This design comes from an exercise in tuning for small area on the open sky130 flow, not from production work.
The RTL was checked by simulation tests, not by an equivalence proof against the original design.
Power and IR drop assume default switching activity.

### flow/flow/cells.v
// Hand-mapped counter bit cells; the same functions as hpm_cbit_even and
// hpm_cbit_odd in rtl/hpm_counter_slice.sv.
module hpm_cbit_even (input q, input c, input nwe, input nd, input nkeep, output d_o, output nco);
  wire t, ns;
  sky130_fd_sc_hd__nand2_1  u_t  (.A(q), .B(c), .Y(t));
  sky130_fd_sc_hd__o21ai_0  u_ns (.A1(q), .A2(c), .B1(t), .Y(ns));
  sky130_fd_sc_hd__o22ai_1  u_d  (.A1(nwe), .A2(nd), .B1(nkeep), .B2(ns), .Y(d_o));
  assign nco = t;
endmodule

module hpm_cbit_odd (input qn, input nc, input we, input d, input keep, output d_o, output co);
  wire u, s;
  sky130_fd_sc_hd__nor2_1   u_u  (.A(qn), .B(nc), .Y(u));
  sky130_fd_sc_hd__a21oi_1  u_s  (.A1(qn), .A2(nc), .B1(u), .Y(s));
  sky130_fd_sc_hd__a22oi_1  u_d  (.A1(we), .A2(d), .B1(keep), .B2(s), .Y(d_o));
  assign co = u;
endmodule

module hpm_rbit_even (input [7:0] rd, input [7:0] q, output [2:0] ny);
  sky130_fd_sc_hd__a222oi_1 u_1 (.A1(rd[0]), .A2(q[0]), .B1(rd[1]), .B2(q[1]), .C1(rd[2]), .C2(q[2]), .Y(ny[0]));
  sky130_fd_sc_hd__a222oi_1 u_2 (.A1(rd[3]), .A2(q[3]), .B1(rd[4]), .B2(q[4]), .C1(rd[5]), .C2(q[5]), .Y(ny[1]));
  sky130_fd_sc_hd__a22oi_1  u_3 (.A1(rd[6]), .A2(q[6]), .B1(rd[7]), .B2(q[7]), .Y(ny[2]));
endmodule

module hpm_rbit_odd (input [7:0] nrd, input [7:0] qn, output [3:0] z);
  sky130_fd_sc_hd__o22ai_1 u_1 (.A1(nrd[0]), .A2(qn[0]), .B1(nrd[1]), .B2(qn[1]), .Y(z[0]));
  sky130_fd_sc_hd__o22ai_1 u_2 (.A1(nrd[2]), .A2(qn[2]), .B1(nrd[3]), .B2(qn[3]), .Y(z[1]));
  sky130_fd_sc_hd__o22ai_1 u_3 (.A1(nrd[4]), .A2(qn[4]), .B1(nrd[5]), .B2(qn[5]), .Y(z[2]));
  sky130_fd_sc_hd__o22ai_1 u_4 (.A1(nrd[6]), .A2(qn[6]), .B1(nrd[7]), .B2(qn[7]), .Y(z[3]));
endmodule
### flow/constraint.sdc
create_clock -name core_clock -period 6.2 [get_ports {clk_i}]
set_input_delay 1.2400 -clock core_clock [delete_from_list [all_inputs] [get_ports {clk_i}]]
set_output_delay 1.2400 -clock core_clock [all_outputs]
set_load 0.01 [all_outputs]
### flow/design.v
package drac_pkg;
  localparam logic [11:0] HPM_COUNTER_BASE    = 12'hB03;
  localparam logic [11:0] HPM_COUNTER_RO_BASE = 12'hC03;
  localparam logic [11:0] HPM_EVENT_BASE      = 12'h323;
  localparam logic [11:0] HPM_INHIBIT_ADDR    = 12'h320;
  typedef logic [7:0] hpm_event_sel_t;
endpackage
module hpm_cbit_even (
  input  logic q,
  input  logic c,
  input  logic nwe,     
  input  logic nd,      
  input  logic nkeep,   
  output logic d_o,     
  output logic nco      
);
  logic t, ns;
  assign t   = ~(q & c);
  assign ns  = ~((q | c) & t);                 
  assign d_o = ~((nwe | nd) & (nkeep | ns));   
  assign nco = t;
endmodule
module hpm_cbit_odd (
  input  logic qn,
  input  logic nc,
  input  logic we,
  input  logic d,
  input  logic keep,
  output logic d_o,     
  output logic co       
);
  logic u, s;
  assign u   = ~(qn | nc);                     
  assign s   = ~((qn & nc) | u);               
  assign d_o = ~((we & d) | (keep & s));       
  assign co  = u;
endmodule
module hpm_counter_slice (
  input  logic        clk_i,
  input  logic        live_i,
  input  logic [63:0] ev_i,
  input  logic        inh_d_i,
  input  logic        cnt_we_i,
  input  logic        evt_we_i,
  input  logic [63:0] wdata_i,
  input  logic [63:0] wdata_n_i,    
  output logic [63:0] st_o,         
  output logic [7:0]  sel_o,
  output logic        of_o
);
  localparam logic [63:0] INV = {32{2'b10}};
  logic [63:0] st_q, st_d, cnt_q;
  logic [7:0]  sel_q, sel_d;
  logic        of_q, of_d;
  logic [1:0]  ln_q, ln_d;
  logic [64:1] cc;           
  logic        c16, c32, c48, c64;
  logic        keep, nkeep, nwe;
  assign cnt_q = st_q ^ INV;
  assign sel_d = evt_we_i ? wdata_i[7:0] : (live_i ? sel_q : 8'd0);
  logic [3:0] dlo;
  logic [7:0] dhi;
  logic [7:0] g0, g1;
  for (genvar m = 0; m < 4; m++) begin : g_dlo
    assign dlo[m] = (sel_d[1:0] == 2'(m));
  end
  for (genvar j = 0; j < 8; j++) begin : g_grp
    assign dhi[j] = (sel_d[4:2] == 3'(j)) & (sel_d[7:5] == 3'd0) & ~inh_d_i;
    if (j == 0) begin : g_first
      assign g0[j] = |(dlo[3:1] & {ev_i[6], ev_i[4], ev_i[2]});
      assign g1[j] = |(dlo[3:1] & {ev_i[7], ev_i[5], ev_i[3]});
    end else begin : g_rest
      assign g0[j] = |(dlo & {ev_i[8*j+6], ev_i[8*j+4], ev_i[8*j+2], ev_i[8*j]});
      assign g1[j] = |(dlo & {ev_i[8*j+7], ev_i[8*j+5], ev_i[8*j+3], ev_i[8*j+1]});
    end
  end
  assign ln_d = {|(dhi & g1), |(dhi & g0)};
  assign keep  = live_i & ~cnt_we_i;
  assign nkeep = ~keep;
  assign nwe   = ~cnt_we_i;
  logic s0;
  assign s0      = cnt_q[0] ^ ln_q[0] ^ ln_q[1];
  assign st_d[0] = (cnt_we_i & wdata_i[0]) | (keep & s0);
  assign cc[1]   = ~((cnt_q[0] & ln_q[0]) | (cnt_q[0] & ln_q[1]) | (ln_q[0] & ln_q[1]));
  assign c16     = ~cc[1] & (&cnt_q[15:1]);
  assign c32     = c16 & (&cnt_q[31:16]);
  assign c48     = c32 & (&cnt_q[47:32]);
  for (genvar k = 1; k < 64; k++) begin : g_bit
    if (k % 2 == 1) begin : g_odd
      hpm_cbit_odd u_bit (
        .qn(st_q[k]), .nc(cc[k]), .we(cnt_we_i), .d(wdata_i[k]), .keep(keep),
        .d_o(st_d[k]), .co(cc[k+1]));
    end else begin : g_even
      hpm_cbit_even u_bit (
        .q(st_q[k]), .c(k == 16 ? c16 : k == 32 ? c32 : k == 48 ? c48 : cc[k]), .nwe(nwe), .nd(wdata_n_i[k]), .nkeep(nkeep),
        .d_o(st_d[k]), .nco(cc[k+1]));
    end
  end
  assign c64 = cc[64];
  assign of_d = evt_we_i ? wdata_i[63] : (live_i & (of_q | (c64 & ~cnt_we_i)));
  always_ff @(posedge clk_i) begin
    st_q  <= st_d;
    sel_q <= sel_d;
    of_q  <= of_d;
    ln_q  <= ln_d;
  end
  assign st_o  = st_q;
  assign sel_o = sel_q;
  assign of_o  = of_q;
endmodule
module hpm_event_counters
#(
  parameter int NUM_COUNTERS = 8,
  parameter int NUM_EVENTS   = 32,
  parameter int NUM_LANES    = 2,
  parameter int CNT_WIDTH    = 64
) (
  input  logic                            clk_i,
  input  logic                            rstn_i,
  input  logic [11:0]                     addr_i,
  input  logic                            we_i,
  input  logic [63:0]                     data_i,
  output logic [63:0]                     data_o,
  input  logic [NUM_EVENTS*NUM_LANES-1:0] events_i,
  output logic                            ovf_irq_o
);
  logic       live_q;
  logic [7:0] inh_q, inh_d;
  logic [7:0] cnt_we, evt_we, rd_cnt, rd_evt, of;
  logic       inh_we, rd_inh;
  logic [63:0] st [8];
  logic [7:0]  sel [8];
  always_ff @(posedge clk_i or negedge rstn_i) begin
    if (!rstn_i) live_q <= 1'b0;
    else         live_q <= 1'b1;
  end
  always_ff @(posedge clk_i) inh_q <= inh_d;
  always_comb begin
    for (int i = 0; i < 8; i++) begin
      cnt_we[i] = we_i & (addr_i == drac_pkg::HPM_COUNTER_BASE + 12'(i));
      evt_we[i] = we_i & (addr_i == drac_pkg::HPM_EVENT_BASE + 12'(i));
      rd_cnt[i] = live_q & ((addr_i == drac_pkg::HPM_COUNTER_BASE + 12'(i)) |
                            (addr_i == drac_pkg::HPM_COUNTER_RO_BASE + 12'(i)));
      rd_evt[i] = live_q & (addr_i == drac_pkg::HPM_EVENT_BASE + 12'(i));
    end
    inh_we = we_i & (addr_i == drac_pkg::HPM_INHIBIT_ADDR);
    rd_inh = live_q & (addr_i == drac_pkg::HPM_INHIBIT_ADDR);
  end
  assign inh_d = inh_we ? data_i[10:3] : (live_q ? inh_q : 8'd0);
  logic [63:0] rd_cntbits, rd_rest;
  logic [7:0]  nrd_cnt;
  assign nrd_cnt = ~rd_cnt;
  for (genvar k = 0; k < 64; k++) begin : g_rd
    logic [7:0] col;
    for (genvar i = 0; i < 8; i++) begin : g_col
      assign col[i] = st[i][k];
    end
    if (k % 2 == 0) begin : g_even
      logic [2:0] ny;
      hpm_rbit_even u_rb (.rd(rd_cnt), .q(col), .ny(ny));
      assign rd_cntbits[k] = ~&ny;
    end else begin : g_odd
      logic [3:0] z;
      hpm_rbit_odd u_rb (.nrd(nrd_cnt), .qn(col), .z(z));
      assign rd_cntbits[k] = |z;
    end
  end
  always_comb begin
    rd_rest = {53'b0, {8{rd_inh}} & inh_q, 3'b000};
    for (int i = 0; i < 8; i++)
      rd_rest = rd_rest | ({64{rd_evt[i]}} & {of[i], 55'b0, sel[i]});
  end
  assign data_o = rd_cntbits | rd_rest;
  for (genvar g = 0; g < NUM_COUNTERS; g++) begin : g_slice
    hpm_counter_slice u_slice (
      .clk_i   (clk_i),
      .live_i  (live_q),
      .ev_i    (events_i),
      .inh_d_i (inh_d[g]),
      .cnt_we_i(cnt_we[g]),
      .evt_we_i(evt_we[g]),
      .wdata_i (data_i),
      .wdata_n_i(~data_i),
      .st_o    (st[g]),
      .sel_o   (sel[g]),
      .of_o    (of[g])
    );
  end
  assign ovf_irq_o = live_q & (|of);
endmodule
module hpm_rbit_even (input logic [7:0] rd, input logic [7:0] q, output logic [2:0] ny);
  assign ny[0] = ~|(rd[2:0] & q[2:0]);
  assign ny[1] = ~|(rd[5:3] & q[5:3]);
  assign ny[2] = ~|(rd[7:6] & q[7:6]);
endmodule
module hpm_rbit_odd (input logic [7:0] nrd, input logic [7:0] qn, output logic [3:0] z);
  for (genvar p = 0; p < 4; p++) begin : g_pair
    assign z[p] = |(~nrd[2*p +: 2] & ~qn[2*p +: 2]);
  end
endmodule
### flow/standard.sh
#!/bin/bash
# synth_recipe.tcl (not shown) runs the flow's synth.tcl, then flattens the netlist and writes it again
# the make line also repeats each setting of config.mk as NAME=value (left out here)
make -C /OpenROAD-flow-scripts/flow DESIGN_CONFIG=/design/flow/config.mk WORK_HOME=/design/flow/orfs CLKGATE_MAP_FILE= SYNTH_SCRIPT=/design/flow/synth_recipe.tcl "${@:-finish}"
### flow/config.mk
export PLATFORM = sky130hd
export DESIGN_NAME = hpm_event_counters
export DESIGN_NICKNAME = hpm_event_counters
export VERILOG_FILES = /design/flow/design.v
export SDC_FILE = /design/flow/constraint.sdc
export NUM_CORES = 4
export LEC_CHECK = 0
export ABC_AREA = 1
export CAP_MARGIN = 5
export CORE_MARGIN = 2
export CORE_UTILIZATION = 35
export GPL_TIMING_DRIVEN = 0
export PLACE_DENSITY = 0.5
export SLEW_MARGIN = 5
### flow/flow/area.abc
strash; dc2; &get -n; &st; &dch -f; &nf -a -R 1000; &put; strash; &get -n; &st; &dch -f; &nf -a -R 1000; &put
### flow/flow/run.sh
#!/bin/bash
# Own layout flow: the standard ORFS flow (standard.sh), with these changes.
#  1. Synthesis is the standard flow's synthesis script (synth_recipe.tcl, with ORFS's
#     synth.tcl) except that:
#     - Yosys's extract_fa step is skipped;
#     - the final ABC mapping uses flow/area.abc, an area-oriented script;
#     - the counter bit cells and read bit cells (modules hpm_cbit_even,
#       hpm_cbit_odd, hpm_rbit_even and hpm_rbit_odd, which hold no
#       registers) are kept as modules through synthesis and then replaced
#       by the hand-mapped netlists of the same functions in flow/cells.v,
#       before the design is flattened as synth_recipe.tcl does.
#     Registers are mapped before ABC and untouched by these steps, so their
#     names and cell types are those of the standard synthesis.
#  2. Port buffers are the smallest buffer cell (buffer_ports -buffer_cell).
#  3. Clock tree synthesis uses clkbuf_4, sink clusters of up to 10 (40 um across) and no
#     dummy loads.
# Every tool's output goes to a log file in the work folder (flow_make.log,
# and ORFS's own per-step logs under orfs/logs).
set -euo pipefail
WORK=$PWD
FD=$WORK/flow
export MY_ABC_SCRIPT=$FD/area.abc
CELL_MODS="hpm_cbit_even hpm_cbit_odd hpm_rbit_even hpm_rbit_odd"

# ORFS's synth.tcl with extract_fa skipped and the ABC script replaced.
python3 - "$FLOW_HOME/scripts/synth.tcl" "$WORK/my_synth.tcl" <<'PY'
import sys
s = open(sys.argv[1]).read()
for old, new in [
    ("  log_cmd abc {*}$abc_args\n",
     "  log_cmd abc -script $::env(MY_ABC_SCRIPT) {*}[lrange $abc_args 2 end]\n"),
    ("  extract_fa {*}[dont_use_extract_fa_args]\n", ""),
]:
    assert s.count(old) == 1, "synth.tcl: line not found: " + old
    s = s.replace(old, new)
open(sys.argv[2], "w").write(s)
PY
# The standard flow's synthesis wrapper, sourcing the modified synth.tcl and then
# swapping in the hand-mapped bit cells.
python3 - "$WORK/synth_recipe.tcl" "$WORK/my_synth_recipe.tcl" "$WORK/my_synth.tcl" "$FD/cells.v" "$CELL_MODS" <<'PY'
import sys
s = open(sys.argv[1]).read()
old = "source $::env(SCRIPTS_DIR)/synth.tcl\n"
assert s.count(old) == 1, "synth_recipe.tcl source line not found"
new = "source %s\n" % sys.argv[3]
for m in sys.argv[5].split():
    new += "delete %s\n" % m
new += "read_verilog %s\n" % sys.argv[4]
open(sys.argv[2], "w").write(s.replace(old, new))
PY

bash standard.sh SYNTH_SCRIPT="$WORK/my_synth_recipe.tcl" \
  SYNTH_KEEP_MODULES="$CELL_MODS" \
  BUFFER_PORTS_ARGS="-buffer_cell sky130_fd_sc_hd__buf_1" \
  CTS_ARGS="-sink_clustering_enable -repair_clock_nets -buf_list sky130_fd_sc_hd__clkbuf_4 -sink_clustering_size 10 -sink_clustering_max_diameter 40 -dont_use_dummy_load" \
  "${MY_TARGET:-finish}" > "$WORK/flow_make.log" 2>&1
[ -n "${MY_TARGET:-}" ] || test -f "$WORK/out/final.def"
==> results.yml, run 1 <==
timing:
  worst_slew_pin_slew_ns: 1.31
  setup_ws_ns: 0.326
  finalMaxSlewViolations: 0
  fin_crit_ns: 5.87
  setup_viol: 0
  relSlewSlack: 0.123
  finalHoldViolations: 0
  fin_crit_sh: 0.947
  fin_hold_ws_ns: 0.0815
  max_freq_mhz: 170
  setup_tns_ns: 0
  finClkSkew_ns: 0.128
  rsz0062_at_grt: "no"
floorplanning:
  core_area_um2: 80500
  dieWidth_um: 289
  initial_core_util: 0.354
  row_count: 104
  chipHeight_um: 289
  dieArea_um2: 83700
  io_pins: 208
place:
  placed_cell_area_um2: 31200
  numPortBuffers: 205
  preCtsSetupSlack_ns: 0.0543
  placed_cells_incl_taps: 4751
  gp_congestion: 0.972
  hpwl_mm: 94.0
power_and_ir_drop:
  peakVddDrop_uv: 107
  p_leak_nw: 9.97
  power_density_nw_per_um2: 205
yosys:
  synth.net_count: 3605
  syn_area_per_cell_um2: 8.23
  postSynthCellCount: 3462
  synth_area_um2: 28500
  yosysWarnings: 4
drt:
  wl_met1_mm: 55.7
  drt-initial-drc-count: 3598
  drc: 0
  vias: 31900
  wl_per_cell_um: 28.2
  wl_met3_mm: 11.2
  ant_nets: 0
  viasPerCell: 6.55
  top_layer: "met5"
  finalWirelength_mm: 137
  firstDrtPassIters: 8
  wl_met2_mm: 63.3
global_route:
  grt_pass1_wl_mm: 198
  grt_pass1_vias: 30200
  antenna_found_initial: 5
  overflow: 0
  grt_start_max_net_pins: 33
  track_usage: 0.317
worst_hold_path:
  hold_class: "in -> async"
worst_setup_path:
  worstSetupPathType: "reg -> out"
  r2r_cells: 23
  critPathRequiredTime_ns: 4.96
  worst_setup_path_end_kind: "output port"
  worst_setup_path_start_kind: "register"
  arrival_ns: 4.63
  cp_max_fo: 32
clocking:
  cts_tree: "built"
  clockRootBuffer: "clkbuf_4"
  clk_pin_slew_worst_paths_ns: 0.05
  htree_num_levels: 3
  clock_latency_ns: 0.94
  cts_sinks: 609
  cts_buffers: 111
  clockBufferDepth: 3
final_layout:
  seq_area_um2: 12200
  multi_input_area_um2: 16000
  layoutNonFillerInstCount: 4869
  area_delta_synth_final_pct: 12.6
  final_area_um2: 32100
  fillers: 8390
  drive_gt1_frac: 0.0494
  nNetsFinal: 3947
run:
  cap_viol_max_count: 0
run_status:
  status: "no timing/DRC/antenna violations"
worst paths after layout:
path | end | startpoint | slack [ns]
max | data_o[2] | live_q$_DFF_PN0_ | 0.33
min | live_q$_DFF_PN0_ | rstn_i | 0.08
max reg2reg | g_slice[1].u_slice.st_q[63]$_DFF_P_ | g_slice[1].u_slice.st_q[9]$_DFF_P_ | 0.46
min reg2reg | inh_q[0]$_DFF_P_ | inh_q[0]$_DFF_P_ | 0.49
max in group asynchronous | live_q$_DFF_PN0_ | rstn_i | 6.01
min in group core_clock | inh_q[0]$_DFF_P_ | inh_q[0]$_DFF_P_ | 0.49
sequential cells by signal (all words and copies together), names as in the netlist:
register	count
live_q	1
g_slice.u_slice.of_q	8
g_slice.u_slice.ln_q	16
g_slice.u_slice.sel_q	64
g_slice.u_slice.st_q	512
inh_q	8
cell type report:
| cell class | count | share of cell area |
|---|---|---|
| clock buffers | 111 | 0.0260 |
| inverters | 96 | 0.0130 |
| flip-flops and latches | 609 | 0.380 |
| well taps | 1060 | 0.0413 |
| diodes | 7 | 0.000546 |
| repair buffers | 229 | 0.0397 |
| multi-input cells | 2757 | 0.499 |
report_power, final:
group	total, mW	internal (mW)	switching (mW)
clock network	2.27	0.810	1.46
logic	0.391	0.0796	0.312
registers	3.91	3.91	0.00442
metrics by stage:
stage          utilization  total power, mW
3_3_place_gp         0.380             4.37
4_1_cts              0.398             6.63
5_1_grt              0.398             6.82
2_1_floorplan            -             4.12
3_5_place_dp         0.387             4.38
6_report             0.398             6.58
critical path: stages (launching register included):
cell and delay [ns]:
dfrtp_2 0.64, o21a_1 0.41, nand2_2 0.52, buf_16 0.25, clkinv_4 0.35, a222oi_1 0.58, nand3_1 0.18, a221oi_1 0.43
nand3_1 0.18, buf_1 0.17
cells in the final DEF (no fill, tap or decap), drive strengths merged, types with 15 or more instances in the layout:
cell and instances:
dfxtp 608, nand2 422, o22ai 418, nor2 373, a22oi 360, a21oi 328
o21ai 263, buf 229, a222oi 128, clkbuf 111, a22o 100, clkinv 94
nor4 72, a221oi 60, nand3 52, or4 45, nand4 41, nor2b 16
a21o 16, nor3 15
metal layers:
metal / up-vias / GRT usage
met4: 2 / 0.157
met5: - / 0.00511
met1: 15000 / 0.403
met2: 1691 / 0.517
li1: 14800 / -
met3: 419 / 0.0558
what timing repair did:
item                                   in CTS  in global routing
endpoints found under the hold margin       0                  0
setup endpoints to repair                   5                 13
setup buffers                               0                  0
hold buffers                                0                  0
resized for setup                           6                  8
==> run 2: changes to the inputs <==
--- a/flow/config.mk
+++ b/flow/config.mk
@@ -7,8 +7,8 @@
 export LEC_CHECK = 0
 export ABC_AREA = 1
-export CAP_MARGIN = 5
+export CAP_MARGIN = 0
 export CORE_MARGIN = 2
 export CORE_UTILIZATION = 35
 export GPL_TIMING_DRIVEN = 0
 export PLACE_DENSITY = 0.5
-export SLEW_MARGIN = 5
+export SLEW_MARGIN = 0
==> run 2 against run 1 <==
Against the previous run:
- count of clock-buffer cells in the layout grew 2
- first-iteration DRC count is 11% higher
- design area is 0.49% higher
- sequential power about the same
- critical path depth up 2
- critical path type unchanged
- total power up 0.24%
- register-to-register slack better by 0.02 ns
- sequential share of layout area down 0.18 points
- highest routed layer is now met4
- synthesized cell count unchanged
- still clean
- clock skew increased by 0.018 ns
==> results.yml, run 2 <==
timing:
  finalMaxSlewViolations: 0
  fin_crit_sh: 0.947
  fin_crit_ns: 5.87
  finClkSkew_ns: 0.147
  setup_viol: 0
  finalHoldViolations: 0
  worst_slew_pin_slew_ns: 1.33
  relSlewSlack: 0.107
  max_freq_mhz: 170
  rsz0062_at_grt: "no"
global_route:
  track_usage: 0.316
  antenna_found_initial: 2
  grt_pass1_vias: 30300
  grt_start_max_net_pins: 33
  grt_pass1_wl_mm: 197
  overflow: 0
drt:
  drc: 0
  firstDrtPassIters: 10
  wl_per_cell_um: 28.1
  vias: 31800
  viasPerCell: 6.53
  finalWirelength_mm: 137
  drt-initial-drc-count: 3994
  ant_nets: 0
final_layout:
  nNetsFinal: 3955
  drive_gt1_frac: 0.0509
  top_register: "g_slice.u_slice.st_q"
  layoutNonFillerInstCount: 4872
  final_area_um2: 32200
  area_delta_synth_final_pct: 13.2
  final_common_cell: "dfxtp_1"
  mostFrequentLayoutCells: "608 x dfxtp_1, 418 x o22ai_1, 398 x nand2_1"
  largest_reg_flops: 512
  top_regs: "g_slice.u_slice.st_q (512), g_slice.u_slice.sel_q (64), g_slice.u_slice.ln_q (16)"
place:
  placed_cell_area_um2: 31300
  numPortBuffers: 205
  gp_congestion: 0.972
  placed_cells_incl_taps: 4756
  hpwl_mm: 94.6
worst_setup_path:
  r2r_end: "g_slice[1].u_slice.st_q[63]$_DFF_P_"
  r2r_slack_ns: 0.48
  r2r_cells: 23
  cp-startpoint: "live_q$_DFF_PN0_"
  critPathRequiredTime_ns: 4.96
  cp_max_fo: 32
  r2r_start: "g_slice[1].u_slice.st_q[9]$_DFF_P_"
  arrival_ns: 4.63
  worst_setup_path_end_kind: "output port"
  worstSetupPathType: "reg -> out"
  worst_setup_path_start_kind: "register"
clocking:
  cts_setup_buffers: 0
  cts_tree: "built"
  clockRootBuffer: "clkbuf_4"
  cts_buffers: 113
  clock_latency_ns: 0.96
  clockBufferDepth: 3
  cts_sinks: 609
  clk_pin_slew_worst_paths_ns: 0.06
  htree_num_levels: 3
floorplanning:
  dieArea_um2: 83700
  dieWidth_um: 289
  io_pins: 208
  row_count: 104
  chipHeight_um: 289
  core_area_um2: 80500
  initial_core_util: 0.354
yosys:
  syn_area_per_cell_um2: 8.23
  postSynthCellCount: 3462
  synth.net_count: 3605
  yosysWarnings: 4
  synth_area_um2: 28500
power_and_ir_drop:
  peakVddDrop_uv: 104
  p_total_mw: 6.59
  p_leak_nw: 10.0
  power_density_nw_per_um2: 205
run_status:
  status: "no timing/DRC/antenna violations"
worst_hold_path:
  hold_class: "in -> async"
run:
  cap_viol_max_count: 0
[run 2: worst max-delay path by stage]
stage | to | slack [ns] | depth (start not counted)
6_report | data_o[4] | 0.33 | 11
5_1_grt | g_slice[6].u_slice.of_q$_DFF_P_ | 0.05 | 23
4_1_cts | data_o[2] | 0.05 | 8
3_5_place_dp | data_o[4] | -0.63 | 15
3_3_place_gp | g_slice[7].u_slice.st_q[19]$_DFF_P_ | -2.18 | 8
2_1_floorplan | data_o[4] | 0.99 | 12
[run 2: critical path, stage by stage (launching register included)]
cell	delay, ns
dfrtp_2	0.64
o21a_1	0.39
nand2_2	0.50
buf_16	0.25
clkinv_4	0.34
a222oi_1	0.54
nand3_1	0.25
a21oi_1	0.16
o21ai_0	0.09
a21oi_1	0.22
nand3_1	0.15
buf_1	0.15
[run 2: metrics by stage]
| stage | setup slack, ns | TNS, ns | util | hold WS, ns |
|---|---|---|---|---|
| 6_report | 0.329 | 0 | 0.400 | 0.0885 |
| 5_1_grt | 0.0461 | 0 | 0.400 | 0.0349 |
| 4_1_cts | 0.0468 | 0 | 0.399 | 0.00917 |
| 3_5_place_dp | -0.632 | -3.73 | 0.388 | 0.474 |
| 3_3_place_gp | -2.18 | -487.04 | 0.380 | 0.476 |
| 2_1_floorplan | 0.992 | 0 | - | 0.454 |
[run 2: layout make-up]
cell class	count	area, um2
clock buffers	113	848
fillers	8346	48300
inverters	96	404
multi-input cells	2757	16000
well taps	1060	1330
flip-flops and latches	609	12200
diodes	2	5.00
repair buffers	235	1430
[run 2: where the power goes]
group          leakage, nW  internal [mW]  switching, mW
clock                0.520          0.825           1.46
sequential            4.92           3.91        0.00437
combinational         4.58         0.0826          0.311
[run 2: what timing repair did]
item / 4_1_cts / 5_1_grt
endpoints found under the setup margin: 32 / 17
hold buffers: 0 / 0
resized for setup: 9 / 10
[run 2: layer usage]
| metal | global-route usage | share of wire | vias up |
|---|---|---|---|
| met5 | 0 | 0 | - |
| met3 | 0.0531 | 0.077 | 388 |
| met1 | 0.400 | 0.41 | 15100 |
| met2 | 0.526 | 0.47 | 1598 |
| met4 | 0.142 | 0.046 | 0 |
| li1 | - | - | 14800 |
==> run 3: changes to the inputs <==
--- a/flow/design.v
+++ b/flow/design.v
@@ -36,4 +36,18 @@
   assign co  = u;
 endmodule
+module hpm_cctl (
+  input  logic we,       
+  input  logic match,    
+  input  logic live,
+  output logic we_o,     
+  output logic nwe_o,
+  output logic keep_o,   
+  output logic nkeep_o
+);
+  assign nwe_o   = ~(we & match);
+  assign we_o    = ~nwe_o;
+  assign nkeep_o = ~(live & nwe_o);
+  assign keep_o  = ~nkeep_o;
+endmodule
 module hpm_counter_slice (
   input  logic        clk_i,
@@ -41,5 +55,6 @@
   input  logic [63:0] ev_i,
   input  logic        inh_d_i,
-  input  logic        cnt_we_i,
+  input  logic        we_i,         
+  input  logic        cnt_match_i,  
   input  logic        evt_we_i,
   input  logic [63:0] wdata_i,
@@ -56,5 +71,6 @@
   logic [64:1] cc;           
   logic        c16, c32, c48, c64;
-  logic        keep, nkeep, nwe;
+  logic        cnt_we_i, keep;
+  logic [1:0]  h_we, h_nwe, h_keep, h_nkeep;
   assign cnt_q = st_q ^ INV;
   assign sel_d = evt_we_i ? wdata_i[7:0] : (live_i ? sel_q : 8'd0);
@@ -76,7 +92,11 @@
   end
   assign ln_d = {|(dhi & g1), |(dhi & g0)};
-  assign keep  = live_i & ~cnt_we_i;
-  assign nkeep = ~keep;
-  assign nwe   = ~cnt_we_i;
+  assign cnt_we_i = we_i & cnt_match_i;
+  assign keep     = live_i & ~cnt_we_i;
+  for (genvar h = 0; h < 2; h++) begin : g_half
+    hpm_cctl u_ctl (
+      .we(we_i), .match(cnt_match_i), .live(live_i),
+      .we_o(h_we[h]), .nwe_o(h_nwe[h]), .keep_o(h_keep[h]), .nkeep_o(h_nkeep[h]));
+  end
   logic s0;
   assign s0      = cnt_q[0] ^ ln_q[0] ^ ln_q[1];
@@ -89,9 +109,9 @@
     if (k % 2 == 1) begin : g_odd
       hpm_cbit_odd u_bit (
-        .qn(st_q[k]), .nc(cc[k]), .we(cnt_we_i), .d(wdata_i[k]), .keep(keep),
+        .qn(st_q[k]), .nc(cc[k]), .we(h_we[k/32]), .d(wdata_i[k]), .keep(h_keep[k/32]),
         .d_o(st_d[k]), .co(cc[k+1]));
     end else begin : g_even
       hpm_cbit_even u_bit (
-        .q(st_q[k]), .c(k == 16 ? c16 : k == 32 ? c32 : k == 48 ? c48 : cc[k]), .nwe(nwe), .nd(wdata_n_i[k]), .nkeep(nkeep),
+        .q(st_q[k]), .c(k == 16 ? c16 : k == 32 ? c32 : k == 48 ? c48 : cc[k]), .nwe(h_nwe[k/32]), .nd(wdata_n_i[k]), .nkeep(h_nkeep[k/32]),
         .d_o(st_d[k]), .nco(cc[k+1]));
     end
@@ -127,5 +147,5 @@
   logic       live_q;
   logic [7:0] inh_q, inh_d;
-  logic [7:0] cnt_we, evt_we, rd_cnt, rd_evt, of;
+  logic [7:0] cnt_match, evt_we, rd_cnt, rd_evt, of;
   logic       inh_we, rd_inh;
   logic [63:0] st [8];
@@ -138,5 +158,5 @@
   always_comb begin
     for (int i = 0; i < 8; i++) begin
-      cnt_we[i] = we_i & (addr_i == drac_pkg::HPM_COUNTER_BASE + 12'(i));
+      cnt_match[i] = (addr_i == drac_pkg::HPM_COUNTER_BASE + 12'(i));
       evt_we[i] = we_i & (addr_i == drac_pkg::HPM_EVENT_BASE + 12'(i));
       rd_cnt[i] = live_q & ((addr_i == drac_pkg::HPM_COUNTER_BASE + 12'(i)) |
@@ -178,5 +198,6 @@
       .ev_i    (events_i),
       .inh_d_i (inh_d[g]),
-      .cnt_we_i(cnt_we[g]),
+      .we_i    (we_i),
+      .cnt_match_i(cnt_match[g]),
       .evt_we_i(evt_we[g]),
       .wdata_i (data_i),
--- a/flow/flow/run.sh
+++ b/flow/flow/run.sh
@@ -9,5 +9,8 @@
 #       registers) are kept as modules through synthesis and then replaced
 #       by the hand-mapped netlists of the same functions in flow/cells.v,
-#       before the design is flattened as synth_recipe.tcl does.
+#       before the design is flattened as synth_recipe.tcl does;
+#     - module hpm_cctl (two copies of each counter's write controls, one per
+#       half of its bit cells) is also kept through ABC, so that ABC does not
+#       merge the two copies back into one.
 #     Registers are mapped before ABC and untouched by these steps, so their
 #     names and cell types are those of the standard synthesis.
@@ -22,4 +25,5 @@
 export MY_ABC_SCRIPT=$FD/area.abc
 CELL_MODS="hpm_cbit_even hpm_cbit_odd hpm_rbit_even hpm_rbit_odd"
+KEEP_MODS="$CELL_MODS hpm_cctl"
 
 # ORFS's synth.tcl with extract_fa skipped and the ABC script replaced.
@@ -51,5 +55,5 @@
 
 bash standard.sh SYNTH_SCRIPT="$WORK/my_synth_recipe.tcl" \
-  SYNTH_KEEP_MODULES="$CELL_MODS" \
+  SYNTH_KEEP_MODULES="$KEEP_MODS" \
   BUFFER_PORTS_ARGS="-buffer_cell sky130_fd_sc_hd__buf_1" \
   CTS_ARGS="-sink_clustering_enable -repair_clock_nets -buf_list sky130_fd_sc_hd__clkbuf_4 -sink_clustering_size 10 -sink_clustering_max_diameter 40 -dont_use_dummy_load" \
--- a/flow/config.mk
+++ b/flow/config.mk
@@ -7,8 +7,8 @@
 export LEC_CHECK = 0
 export ABC_AREA = 1
-export CAP_MARGIN = 0
+export CAP_MARGIN = 5
 export CORE_MARGIN = 2
 export CORE_UTILIZATION = 35
 export GPL_TIMING_DRIVEN = 0
 export PLACE_DENSITY = 0.5
-export SLEW_MARGIN = 0
+export SLEW_MARGIN = 5
==> run 3 against run 2 <==
Against the previous run:
- clock power hardly changed
- combinational power is 4% lower
- area after synthesis is 0.96% higher
- non-clock buffer count is 19 lower
- via count is 1.6% higher
- clock skew is 0.015 ns lower
- setup slack worse by 0.15 ns
- largest cell class unchanged
- largest power group unchanged
==> results.yml, run 3 <==
drt:
  firstDrtPassIters: 9
  drc: 0
  vias: 32300
  finalWirelength_mm: 136
  wl_per_cell_um: 27.7
  ant_nets: 0
  drt-initial-drc-count: 4676
  viasPerCell: 6.55
yosys:
  synth.net_count: 3674
  yosysWarnings: 4
  synth_area_um2: 28800
  syn_area_per_cell_um2: 8.14
  postSynthCellCount: 3531
final_layout:
  area_delta_synth_final_pct: 11.3
  final_core_util: 0.392
  nNetsFinal: 4001
  mostFrequentLayoutCells: "608 x dfxtp_1, 433 x nand2_1, 416 x o22ai_1"
  multi_input_area_um2: 16200
  top_regs: "g_slice.u_slice.st_q (512), g_slice.u_slice.sel_q (64), g_slice.u_slice.ln_q (16)"
  seq_area_um2: 12200
  final_common_cell: "dfxtp_1"
  largest_reg_flops: 512
  final_area_um2: 32000
  fillers: 8664
  top_register: "g_slice.u_slice.st_q"
  drive_gt1_frac: 0.0368
clocking:
  clk_pin_slew_worst_paths_ns: 0.07
  clock_latency_ns: 0.98
  cts_tree: "built"
  cts_sinks: 609
  clockBufferDepth: 3
  cts_buffers: 109
  cts_hold_buffers: 0
  htree_num_levels: 3
  clockRootBuffer: "clkbuf_4"
timing:
  fin_crit_ns: 6.02
  rsz0062_at_grt: "no"
  relSlewSlack: 0.0778
  fin_crit_sh: 0.971
  max_freq_mhz: 166
  finClkSkew_ns: 0.131
  worst_slew_pin_slew_ns: 1.38
  setup_viol: 0
  finalHoldViolations: 0
  finalMaxSlewViolations: 0
worst_setup_path:
  arrival_ns: 4.78
  worst_setup_path_start_kind: "register"
  cp-startpoint: "live_q$_DFF_PN0_"
  cpMostUsedCell: "nand3_1"
  cp_slowest_cell: "dfrtp_4"
  critPathCapture: "data_o[6]"
  r2r_start: "g_slice[2].u_slice.st_q[3]$_DFF_P_"
  cp_max_fo: 45
  critPathRequiredTime_ns: 4.96
  worstSetupPathType: "reg -> out"
  r2r_cells: 22
  path_cells: "o21a_1, nand2b_2, buf_12, clkinv_4, a22oi_1, nand3_1, a221oi_1, nand3_1, buf_1"
  r2r_end: "g_slice[2].u_slice.of_q$_DFF_P_"
  cpPeakStageDelay_ns: 0.71
  cpLargestDelayFamily: "compound AO/OA/AOI/OAI gates"
  worst-path-buf-inv: 3
  r2r_slack_ns: 0.29
  worst_setup_path_end_kind: "output port"
  path_depth: 9
global_route:
  overflow: 0
  grt_start_max_net_pins: 46
  antenna_found_initial: 5
  grt_pass1_wl_mm: 197
  track_usage: 0.308
  grt_pass1_vias: 29200
floorplanning:
  dieArea_um2: 84500
  io_pins: 208
  row_count: 105
  core_area_um2: 81700
  chipHeight_um: 291
  dieWidth_um: 291
  initial_core_util: 0.352
power_and_ir_drop:
  p_leak_nw: 9.79
  power_density_nw_per_um2: 205
  peakVddDrop_uv: 116
worst_hold_path:
  hold_class: "in -> async"
run:
  cap_viol_max_count: 0
place:
  placed_cell_area_um2: 31100
  hpwl_mm: 96.7
  numPortBuffers: 205
  gp_congestion: 0.967
run_status:
  status: "no timing/DRC/antenna violations"
## run 3: worst min-delay path by stage
stage / to / slack, ns
floorplan: inh_q[0]$_DFF_P_ / 0.45
global placement: g_slice[4].u_slice.sel_q[6]$_DFF_P_ / 0.47
detailed placement: g_slice[4].u_slice.sel_q[6]$_DFF_P_ / 0.47
CTS: live_q$_DFF_PN0_ / 0.06
global route: live_q$_DFF_PN0_ / 0.03
finish: live_q$_DFF_PN0_ / 0.1
## run 3: repair_timing
| action | 4_1_cts | 5_1_grt |
|---|---|---|
| gates resized for setup | 8 | 3 |
| setup endpoints to repair | 4 | 2 |
| setup buffers | 0 | 0 |
## run 3: per-stage QoR
stage / hold WS (ns) / setup slack, ns / setup TNS (ns) / instances / total power [mW]
CTS: 0.0599 / 0.136 / 0 / 4926 / 6.60
floorplan: 0.452 / 0.394 / 0 / 3531 / 4.13
global route: 0.0325 / 0.0415 / 0 / 4933 / 6.78
detailed placement: 0.474 / -0.142 / -1.84 / 4817 / 4.37
global placement: 0.475 / -3.72 / -210.60 / 4806 / 4.37
finish: 0.0999 / 0.178 / 0 / 4934 / 6.55
## run 3: per-layer routing
layer	routed length, um	track usage	part of all wire	vias up
met5	30	0	0.00022	-
met4	5970	0.128	0.044	4
met3	13500	0.0587	0.099	338
met2	56700	0.453	0.42	1824
met1	60200	0.438	0.44	15200
li1	-	-	-	15000
## run 3: layout make-up
class / instances / area share
diodes: 8 / 0.000625
clock buffers: 109 / 0.0256
inverters: 119 / 0.0152
multi-input cells: 2803 / 0.505
flip-flops and latches: 609 / 0.381
well taps: 1070 / 0.0418
repair buffers: 216 / 0.0303
## run 3: power by group
group,total (mW),internal (mW),switching [mW]
Combinational,0.378,0.0721,0.305
Sequential,3.92,3.91,0.00607
Clock,2.25,0.795,1.46
==> run 4: changes to the inputs <==
--- a/flow/config.mk
+++ b/flow/config.mk
@@ -7,8 +7,9 @@
 export LEC_CHECK = 0
 export ABC_AREA = 1
-export CAP_MARGIN = 5
+export CAP_MARGIN = 10
 export CORE_MARGIN = 2
 export CORE_UTILIZATION = 35
 export GPL_TIMING_DRIVEN = 0
 export PLACE_DENSITY = 0.5
+export SETUP_SLACK_MARGIN = 0.3
 export SLEW_MARGIN = 5
==> run 4 against run 3 <==
Against the previous run:
- critical endpoint is now data_o[4]
- final cell count is the same
- non-clock buffer count up 7
- still clean on timing, DRC and antenna
- die area unchanged
==> results.yml, run 4 <==
clocking:
  cts_buffers: 106
  cts_sinks: 609
  clock_latency_ns: 0.95
  htree_num_levels: 3
  cts_tree: "built"
  clk_pin_slew_worst_paths_ns: 0.07
  clockRootBuffer: "clkbuf_4"
  cts_hold_buffers: 0
  clockBufferDepth: 3
floorplanning:
  chipHeight_um: 291
  io_pins: 208
  core_area_um2: 81700
  dieArea_um2: 84500
  dieWidth_um: 291
  initial_core_util: 0.352
  row_count: 105
yosys:
  yosysWarnings: 4
  synth.net_count: 3674
  syn_area_per_cell_um2: 8.14
  postSynthCellCount: 3531
  synth_area_um2: 28800
place:
  gp_congestion: 0.967
  numPortBuffers: 205
  placed_cell_area_um2: 31200
  hpwl_mm: 97.0
  placed_cells_incl_taps: 4821
run:
  cap_viol_max_count: 0
worst_setup_path:
  worstSetupPathType: "reg -> out"
  worst_setup_path_start_kind: "register"
  cpPeakStageDelay_ns: 0.70
  r2r_slack_ns: 0.61
  r2r_cells: 22
  r2r_end: "g_slice[2].u_slice.of_q$_DFF_P_"
  cpLargestDelayFamily: "compound AO/OA/AOI/OAI gates"
  cp_slowest_cell: "dfrtp_4"
  r2r_start: "g_slice[2].u_slice.st_q[1]$_DFF_P_"
  worst-path-buf-inv: 3
  path_cells: "o21a_2, nand3_2, buf_12, clkinv_4, a222oi_1, nand3_1, a21oi_1, o21ai_0, a21oi_1, nand3_1, buf_1"
  arrival_ns: 4.56
  cp_max_fo: 45
  worst_setup_path_end_kind: "output port"
  critPathRequiredTime_ns: 4.96
timing:
  setup_viol: 0
  fin_crit_ns: 5.80
  fin_crit_sh: 0.935
  relSlewSlack: 0.119
  finalMaxSlewViolations: 0
  max_freq_mhz: 172
  worst_slew_pin_slew_ns: 1.32
  rsz0062_at_grt: "yes"
  finalHoldViolations: 0
  fin_hold_ws_ns: 0.162
  finClkSkew_ns: 0.135
final_layout:
  largest_reg_flops: 512
  drive_gt1_frac: 0.0386
  top_regs: "g_slice.u_slice.st_q (512), g_slice.u_slice.sel_q (64), g_slice.u_slice.ln_q (16)"
  final_area_um2: 32100
  mostFrequentLayoutCells: "608 x dfxtp_1, 433 x nand2_1, 416 x o22ai_1"
  area_delta_synth_final_pct: 11.6
  top_register: "g_slice.u_slice.st_q"
  layoutNonFillerInstCount: 4934
  nNetsFinal: 4005
  final_common_cell: "dfxtp_1"
global_route:
  grt_pass1_vias: 29100
  grt_start_max_net_pins: 46
  overflow: 0
  track_usage: 0.308
  antenna_found_initial: 4
  grt_pass1_wl_mm: 196
drt:
  drc: 0
  vias: 32400
  drt-initial-drc-count: 4686
  finalWirelength_mm: 137
  firstDrtPassIters: 10
  viasPerCell: 6.57
  wl_per_cell_um: 27.7
  ant_nets: 0
run_status:
  status: "no timing/DRC/antenna violations"
power_and_ir_drop:
  p_total_mw: 6.51
  p_leak_nw: 9.83
  peakVddDrop_uv: 114
  pwr-share-comb: 0.059
  p_sw_frac: 0.269
  p_seq_frac: 0.602
  p_int_mw: 4.76
  p_switching_mw: 1.75
  clkPwrFrac: 0.340
  power_density_nw_per_um2: 203
worst_hold_path:
  hold_class: "in -> async"
## run 4: worst max-delay path by stage
stage	from	end	depth (start not counted)
floorplan	addr_i[5]	data_o[4]	9
global placement	addr_i[9]	data_o[4]	14
detailed placement	addr_i[5]	g_slice[4].u_slice.st_q[39]$_DFF_P_	9
CTS	live_q$_DFF_PN0_	data_o[4]	11
global route	g_slice[3].u_slice.st_q[1]$_DFF_P_	g_slice[3].u_slice.of_q$_DFF_P_	22
finish	live_q$_DFF_PN0_	data_o[4]	11
## run 4: cell type report
| class | instances | area, um2 |
|---|---|---|
| tap | 1070 | 1340 |
| sequential | 609 | 12200 |
| inverter | 119 | 487 |
| clock buffer | 106 | 796 |
| antenna | 4 | 10.0 |
| multi-input combinational | 2803 | 16200 |
| fill | 8624 | 49600 |
| timing repair buffer | 223 | 1040 |
## run 4: per-stage QoR
| step | util | setup TNS [ns] | worst slack, ns |
|---|---|---|---|
| after global routing | 0.393 | 0 | 0.275 |
| after floorplan | - | 0 | 0.394 |
| after global placement | 0.378 | -210.60 | -3.72 |
| after detailed placement | 0.381 | -0.970 | -0.0892 |
| after CTS | 0.392 | 0 | 0.315 |
| final | 0.393 | 0 | 0.401 |
## run 4: metal layers
| metal | up-vias | wire length [um] | global-route usage | part of all wire |
|---|---|---|---|---|
| met3 | 315 | 13200 | 0.0535 | 0.096 |
| met5 | - | 13 | 0 | 0.000095 |
| met4 | 2 | 6470 | 0.139 | 0.047 |
| met1 | 15300 | 60400 | 0.441 | 0.44 |
| li1 | 15000 | - | - | - |
| met2 | 1794 | 56800 | 0.448 | 0.41 |
## run 4: power groups by stage
stage	registers [mW]	logic, mW	clock network [mW]
global route	3.92	0.393	2.43
detailed placement	4.01	0.363	0
floorplan	4.00	0.126	0
global placement	4.01	0.362	0
finish	3.92	0.382	2.21
CTS	3.92	0.364	2.28
## run 4: timing repair
action	CTS	global route
gates cloned	0	0
resized for setup	9	11
endpoints found under the setup margin	5	9
setup buffers	0	0
==> run 5: changes to the inputs <==
--- a/flow/design.v
+++ b/flow/design.v
@@ -77,19 +77,26 @@
   logic [3:0] dlo;
   logic [7:0] dhi;
-  logic [7:0] g0, g1;
+  logic [3:0] p0, p1;    
   for (genvar m = 0; m < 4; m++) begin : g_dlo
-    assign dlo[m] = (sel_d[1:0] == 2'(m));
-  end
-  for (genvar j = 0; j < 8; j++) begin : g_grp
-    assign dhi[j] = (sel_d[4:2] == 3'(j)) & (sel_d[7:5] == 3'd0) & ~inh_d_i;
-    if (j == 0) begin : g_first
-      assign g0[j] = |(dlo[3:1] & {ev_i[6], ev_i[4], ev_i[2]});
-      assign g1[j] = |(dlo[3:1] & {ev_i[7], ev_i[5], ev_i[3]});
-    end else begin : g_rest
-      assign g0[j] = |(dlo & {ev_i[8*j+6], ev_i[8*j+4], ev_i[8*j+2], ev_i[8*j]});
-      assign g1[j] = |(dlo & {ev_i[8*j+7], ev_i[8*j+5], ev_i[8*j+3], ev_i[8*j+1]});
-    end
-  end
-  assign ln_d = {|(dhi & g1), |(dhi & g0)};
+    assign dlo[m] = (sel_d[1:0] == 2'(m)) & (sel_d[7:5] == 3'd0) & ~inh_d_i;
+  end
+  for (genvar j = 0; j < 8; j++) begin : g_dhi
+    assign dhi[j] = (sel_d[4:2] == 3'(j));
+  end
+  for (genvar m = 0; m < 4; m++) begin : g_pos
+    logic [7:0] e0, e1;
+    for (genvar j = 0; j < 8; j++) begin : g_ev
+      if (4*j + m == 0) begin : g_none
+        assign e0[j] = 1'b0;
+        assign e1[j] = 1'b0;
+      end else begin : g_some
+        assign e0[j] = ev_i[2*(4*j+m)];
+        assign e1[j] = ev_i[2*(4*j+m)+1];
+      end
+    end
+    assign p0[m] = |(dhi & e0);
+    assign p1[m] = |(dhi & e1);
+  end
+  assign ln_d = {|(dlo & p1), |(dlo & p0)};
   assign cnt_we_i = we_i & cnt_match_i;
   assign keep     = live_i & ~cnt_we_i;
--- a/flow/config.mk
+++ b/flow/config.mk
@@ -7,5 +7,5 @@
 export LEC_CHECK = 0
 export ABC_AREA = 1
-export CAP_MARGIN = 10
+export CAP_MARGIN = 20
 export CORE_MARGIN = 2
 export CORE_UTILIZATION = 35
==> run 5 against run 4 <==
Against the previous run:
- register-to-register slack gained 0.05 ns
- global-route usage grew 0.56 points
- core utilization grew 0.47 points
- largest cell class unchanged
- clock skew rose by 0.011 ns
- still clean
- design area fell by 0.10%
- final cell count down 0.71%
==> results.yml, run 5 <==
worst_setup_path:
  worst_setup_path_start_kind: "primary input"
  r2r_start: "g_slice[3].u_slice.st_q[1]$_DFF_P_"
  worst_setup_path_end_kind: "output port"
  cp-startpoint: "addr_i[9]"
  cp_max_fo: 32
  critPathRequiredTime_ns: 4.96
  arrival_ns: 4.58
  worstSetupPathType: "in -> out"
global_route:
  antenna_found_initial: 2
  overflow: 0
  grt_pass1_vias: 29200
  grt_start_max_net_pins: 41
  track_usage: 0.313
  grt_pass1_wl_mm: 197
floorplanning:
  io_pins: 208
  dieArea_um2: 83900
  chipHeight_um: 290
  core_area_um2: 80700
  initial_core_util: 0.354
  row_count: 104
  dieWidth_um: 290
timing:
  max_freq_mhz: 172
  finalMaxSlewViolations: 0
  rsz0062_at_grt: "yes"
  setup_viol: 0
  finClkSkew_ns: 0.146
  fin_crit_ns: 5.82
  fin_crit_sh: 0.939
  relSlewSlack: 0.225
  setup_tns_ns: 0
  finalHoldViolations: 0
  worst_slew_pin_slew_ns: 1.15
drt:
  drt-initial-drc-count: 4776
  wl_per_cell_um: 27.8
  firstDrtPassIters: 13
  viasPerCell: 6.60
  wl_met1_mm: 59.6
  wl_met2_mm: 57.3
  ant_nets: 0
  top_layer: "met4"
  finalWirelength_mm: 136
  wl_met3_mm: 12.8
  drc: 0
  vias: 32300
final_layout:
  fillers: 8461
  largest_reg_flops: 512
  layoutNonFillerInstCount: 4899
  final_core_util: 0.398
  nNetsFinal: 3980
  area_delta_synth_final_pct: 12.4
  drive_gt1_frac: 0.0456
  top_register: "g_slice.u_slice.st_q"
  top_regs: "g_slice.u_slice.st_q (512), g_slice.u_slice.sel_q (64), g_slice.u_slice.ln_q (16)"
  mostFrequentLayoutCells: "608 x dfxtp_1, 470 x a22oi_1, 389 x nand2_1"
  final_common_cell: "dfxtp_1"
power_and_ir_drop:
  p_switching_mw: 1.78
  p_seq_frac: 0.597
  p_int_mw: 4.78
  peakVddDrop_uv: 119
  p_sw_frac: 0.271
  clkPwrFrac: 0.347
  pwr-share-comb: 0.057
  p_leak_nw: 9.81
  power_density_nw_per_um2: 204
clocking:
  clk_pin_slew_worst_paths_ns: 0.08
  cts_sinks: 609
  clockRootBuffer: "clkbuf_4"
  htree_num_levels: 3
  cts_hold_buffers: 0
  cts_buffers: 111
  clock_latency_ns: 0.99
  clockBufferDepth: 3
  cts_tree: "built"
place:
  placed_cells_incl_taps: 4773
  numPortBuffers: 205
  hpwl_mm: 97.2
  gp_congestion: 0.933
yosys:
  postSynthCellCount: 3483
  syn_area_per_cell_um2: 8.20
  yosysWarnings: 4
  synth.net_count: 3626
  synth_area_um2: 28500
run:
  cap_viol_max_count: 0
worst_hold_path:
  hold_class: "in -> async"
run_status:
  status: "no timing/DRC/antenna violations"
run 5: area by class of cell:
class                   count  area [um2]  area share
repair buffers            241        1210      0.0376
inverters                 122         513      0.0160
diodes                      4        10.0    0.000312
flip-flops and latches    609       12200       0.380
well taps                1060        1330      0.0414
multi-input cells        2752       16000       0.498
clock buffers             111         833      0.0260
run 5: power by group through the flow:
stage / sequential, mW / combinational (mW) / clock (mW)
3_3_place_gp: 4.01 / 0.344 / 0
3_5_place_dp: 4.00 / 0.351 / 0
6_report: 3.91 / 0.373 / 2.27
4_1_cts: 3.91 / 0.353 / 2.34
5_1_grt: 3.91 / 0.379 / 2.47
2_1_floorplan: 4.00 / 0.103 / 0
run 5: worst paths after layout:
path                                                       end  slack [ns]  depth (start not counted)
min in group core_clock    g_slice[4].u_slice.sel_q[5]$_DFF_P_        0.48                          2
setup / recovery                                     data_o[2]        0.38                         15
setup reg to reg               g_slice[3].u_slice.of_q$_DFF_P_        0.66                         22
hold / removal                                live_q$_DFF_PN0_        0.08                          1
max in group asynchronous                     live_q$_DFF_PN0_        6.01                          1
hold reg to reg            g_slice[4].u_slice.sel_q[5]$_DFF_P_        0.48                          2
run 5: routing by layer:
| metal | up-vias | GRT usage |
|---|---|---|
| met5 | - | 0 |
| met4 | 0 | 0.131 |
| met3 | 390 | 0.0487 |
| met2 | 1907 | 0.466 |
| met1 | 15200 | 0.449 |
| li1 | 14900 | - |
run 5: critical path, cell delays in order:
cell      delay, ns
buf_1          0.09
nand2_1        0.06
nor2_1         0.05
nand2_2        0.20
o31ai_1        0.21
nand2_1        0.29
or3_4          0.21
buf_12         0.19
clkinv_4       0.33
a22oi_1        0.41
nand3_1        0.24
a221o_1        0.38
a221oi_1       0.25
nand3_1        0.15
buf_1          0.16
run 5: timing repair:
action,in CTS,in global routing
pin swaps,1,7
endpoints found under the setup margin,15,5
resized for setup,19,5
cloned,0,0
setup buffers,0,7
run 5: metrics by stage:
| stage | total power [mW] | setup slack [ns] | area (um2) | hold WS, ns |
|---|---|---|---|---|
| global route | 6.76 | 0.229 | 32100 | 0.0272 |
| finish | 6.56 | 0.376 | 32100 | 0.0773 |
| global placement | 4.35 | -2.65 | 30600 | 0.469 |
| detailed placement | 4.35 | -0.386 | 31000 | 0.464 |
| CTS | 6.60 | 0.237 | 32000 | 0.0105 |
| floorplan | 4.11 | 0.707 | 28500 | 0.447 |
==> run 6: changes to the inputs <==
--- a/flow/flow/run.sh
+++ b/flow/flow/run.sh
@@ -16,5 +16,5 @@
 #     names and cell types are those of the standard synthesis.
 #  2. Port buffers are the smallest buffer cell (buffer_ports -buffer_cell).
-#  3. Clock tree synthesis uses clkbuf_4, sink clusters of up to 10 (40 um across) and no
+#  3. Clock tree synthesis uses clkbuf_4, sink clusters of up to 12 (35 um across) and no
 #     dummy loads.
 # Every tool's output goes to a log file in the work folder (flow_make.log,
@@ -57,5 +57,5 @@
   SYNTH_KEEP_MODULES="$KEEP_MODS" \
   BUFFER_PORTS_ARGS="-buffer_cell sky130_fd_sc_hd__buf_1" \
-  CTS_ARGS="-sink_clustering_enable -repair_clock_nets -buf_list sky130_fd_sc_hd__clkbuf_4 -sink_clustering_size 10 -sink_clustering_max_diameter 40 -dont_use_dummy_load" \
+  CTS_ARGS="-sink_clustering_enable -repair_clock_nets -buf_list sky130_fd_sc_hd__clkbuf_4 -sink_clustering_size 12 -sink_clustering_max_diameter 35 -dont_use_dummy_load" \
   "${MY_TARGET:-finish}" > "$WORK/flow_make.log" 2>&1
 [ -n "${MY_TARGET:-}" ] || test -f "$WORK/out/final.def"
--- a/flow/config.mk
+++ b/flow/config.mk
@@ -7,9 +7,8 @@
 export LEC_CHECK = 0
 export ABC_AREA = 1
-export CAP_MARGIN = 20
+export CAP_MARGIN = 5
 export CORE_MARGIN = 2
 export CORE_UTILIZATION = 35
 export GPL_TIMING_DRIVEN = 0
 export PLACE_DENSITY = 0.5
-export SETUP_SLACK_MARGIN = 0.3
 export SLEW_MARGIN = 5
==> run 6 against run 5 <==
Against the previous run:
- the layout now fails its checks (negative setup slack)
- count of clock-buffer cells in the layout increased by 19
- routed wire length increased by 1.0%
- via count decreased by 0.45%
- die area unchanged
- flip-flop and latch count is the same
- register-to-register slack got worse by 0.24 ns
- critical path type unchanged
- highest routed layer unchanged
==> results.yml, run 6 <==
final_layout:
  final_area_um2: 32000
  top_regs: "g_slice.u_slice.st_q (512), g_slice.u_slice.sel_q (64), g_slice.u_slice.ln_q (16)"
  seq_area_um2: 12200
  top_register: "g_slice.u_slice.st_q"
  nNetsFinal: 3974
  area_delta_synth_final_pct: 12.0
  final_common_cell: "dfxtp_1"
  fillers: 8495
  multi_input_area_um2: 16000
  largest_reg_flops: 512
  final_core_util: 0.396
  drive_gt1_frac: 0.0428
  mostFrequentLayoutCells: "608 x dfxtp_1, 470 x a22oi_1, 390 x nand2_1"
clocking:
  cts_sinks: 609
  clockRootBuffer: "clkbuf_4"
  cts_buffers: 130
  clock_latency_ns: 1.02
  cts_tree: "built"
  htree_num_levels: 4
  clk_pin_slew_worst_paths_ns: 0.07
  cts_hold_buffers: 0
  clockBufferDepth: 3
power_and_ir_drop:
  p_int_mw: 4.92
  pwr-share-comb: 0.055
  p_leak_nw: 9.74
  p_switching_mw: 1.82
  power_density_nw_per_um2: 211
  p_seq_frac: 0.580
  clkPwrFrac: 0.364
  peakVddDrop_uv: 147
  p_sw_frac: 0.270
worst_setup_path:
  worst_setup_path_end_kind: "output port"
  critPathRequiredTime_ns: 4.96
  critPathCapture: "data_o[2]"
  r2r_slack_ns: 0.42
  r2r_end: "g_slice[1].u_slice.of_q$_DFF_P_"
  arrival_ns: 4.96
  r2r_cells: 22
  r2r_start: "g_slice[1].u_slice.st_q[9]$_DFF_P_"
  worstSetupPathType: "in -> out"
  cp-startpoint: "addr_i[9]"
  worst_setup_path_start_kind: "primary input"
  cp_max_fo: 32
timing:
  finClkSkew_ns: 0.124
  max_freq_mhz: 161
  finalMaxSlewViolations: 0
  finalHoldViolations: 0
  setup_ws_ns: -0.00220
  fin_crit_ns: 6.20
  fin_crit_sh: 1.00
  worst_slew_pin_slew_ns: 1.38
  setup_viol: 1
  relSlewSlack: 0.0757
place:
  gp_congestion: 0.921
  numPortBuffers: 205
  hpwl_mm: 97.6
  placed_cell_area_um2: 30900
floorplanning:
  io_pins: 208
  dieArea_um2: 83900
  row_count: 104
  dieWidth_um: 290
  initial_core_util: 0.354
  core_area_um2: 80700
  chipHeight_um: 290
drt:
  finalWirelength_mm: 138
  ant_nets: 0
  wl_per_cell_um: 28.1
  drc: 0
  firstDrtPassIters: 12
  vias: 32200
  drt-initial-drc-count: 4591
  viasPerCell: 6.57
yosys:
  synth.net_count: 3626
  postSynthCellCount: 3483
  synth_area_um2: 28500
  yosysWarnings: 4
  syn_area_per_cell_um2: 8.20
global_route:
  track_usage: 0.319
  grt_pass1_vias: 29300
  antenna_found_initial: 3
  grt_start_max_net_pins: 33
  grt_pass1_wl_mm: 198
  overflow: 0
worst_hold_path:
  hold_class: "in -> async"
run_status:
  status: "complete, but fails checks"
  violatedChecks: "negative setup slack"
run:
  cap_viol_max_count: 0
==> run 6: stage by stage <==
step                cells  power [mW]  hold slack, ns   TNS, ns  setup WS, ns
floorplan            3483        4.11           0.447         0         0.203
global route         4895        6.98         0.00309   -0.0150      -0.00786
detailed placement   4757        4.35           0.462     -9.32        -0.905
CTS                  4887        6.79         0.00197         0        0.0858
global placement     4748        4.36           0.475   -132.13         -3.74
finish               4896        6.74          0.0534  -0.00220      -0.00220
==> run 6: area by class of cell <==
type,instances,area share
multi-input combinational,2752,0.499
sequential,609,0.381
tap,1060,0.0415
timing repair buffer,216,0.0315
clock buffer,130,0.0305
inverter,122,0.0157
antenna,7,0.000548
==> run 6: metal layers <==
metal / global-route usage / part of all wire
met1: 0.450 / 0.43
met4: 0.121 / 0.038
met3: 0.0519 / 0.095
met2: 0.487 / 0.43
met5: 0.00227 / 0
==> run 6: critical path: stages <==
cell and delay [ns]:
buf_1 0.08, nand2_1 0.06, nor2_1 0.04, nand2_1 0.35
o31ai_1 0.23, nand2_1 0.28, or3_4 0.39, buf_12 0.25
clkinv_4 0.37, a22oi_1 0.36, nand3_1 0.24, a221o_1 0.38
a221oi_1 0.28, nand3_1 0.18, buf_1 0.17
==> run 6: power groups by stage <==
stage	Clock, mW	Sequential, mW	Combinational (mW)
global route	2.69	3.91	0.378
floorplan	0	4.00	0.103
CTS	2.52	3.91	0.351
finish	2.46	3.91	0.372
detailed placement	0	4.00	0.351
global placement	0	4.01	0.349
==> run 6: how the worst min path moves through the flow <==
stage,startpoint,to,slack (ns),depth (start not counted)
after floorplan,g_slice[4].u_slice.sel_q[6]$_DFF_P_,g_slice[4].u_slice.sel_q[6]$_DFF_P_,0.45,2
after global placement,g_slice[4].u_slice.sel_q[5]$_DFF_P_,g_slice[4].u_slice.sel_q[5]$_DFF_P_,0.47,2
after detailed placement,g_slice[4].u_slice.sel_q[6]$_DFF_P_,g_slice[4].u_slice.sel_q[6]$_DFF_P_,0.46,2
after CTS,rstn_i,live_q$_DFF_PN0_,0.002,1
after global routing,rstn_i,live_q$_DFF_PN0_,0.003,1
final,rstn_i,live_q$_DFF_PN0_,0.05,1
==> run 6: what timing repair did <==
action	CTS	global route
pin swaps	0	1
endpoints found under the setup margin	4	3
buffers inserted	0	1
gates resized for setup	8	10
hold endpoints to repair	0	0

## afterwards: timing with drivers on the ports
No port has a modelled driver above. Below, the same layouts with a new extraction and two added sets of constraints.
Step 1 (the two cells are an assumption about what drives the block):
set clk [get_ports {clk_i}]
set_driving_cell -lib_cell sky130_fd_sc_hd__clkbuf_16 $clk
set_driving_cell -lib_cell sky130_fd_sc_hd__buf_2 [delete_from_list [all_inputs] $clk]
Step 2 also shifts input and output timing later by t, the mid clock arrival at the registers, as if the neighbouring blocks saw the same clock.
a / b / c = ideal ports / drivers / drivers and shift; a / b = the first two.
run	shift t [ns]	setup WS [ns]	latest minus earliest clock arrival (ns)
run 1	0.968	0.326 / 0.254 / 0.313	0.171 / 0.170
run 2	0.950	0.329 / 0.254 / 0.313	0.161 / 0.160
run 3	0.989	0.178 / 0.116 / -0.481	0.147 / 0.147
run 4	0.942	0.401 / 0.338 / -0.276	0.136 / 0.135
run 5	0.970	0.376 / 0.356 / -0.186	0.159 / 0.159
run 6	1.025	-0.002 / -0.023 / -0.830	0.123 / 0.124
Met with ideal ports but missed after step 2: setup timing in run 3, run 4 and run 5. The setup slack of run 6, which loses most, moves by -0.021 ns with the drivers and by -0.828 ns with both steps.
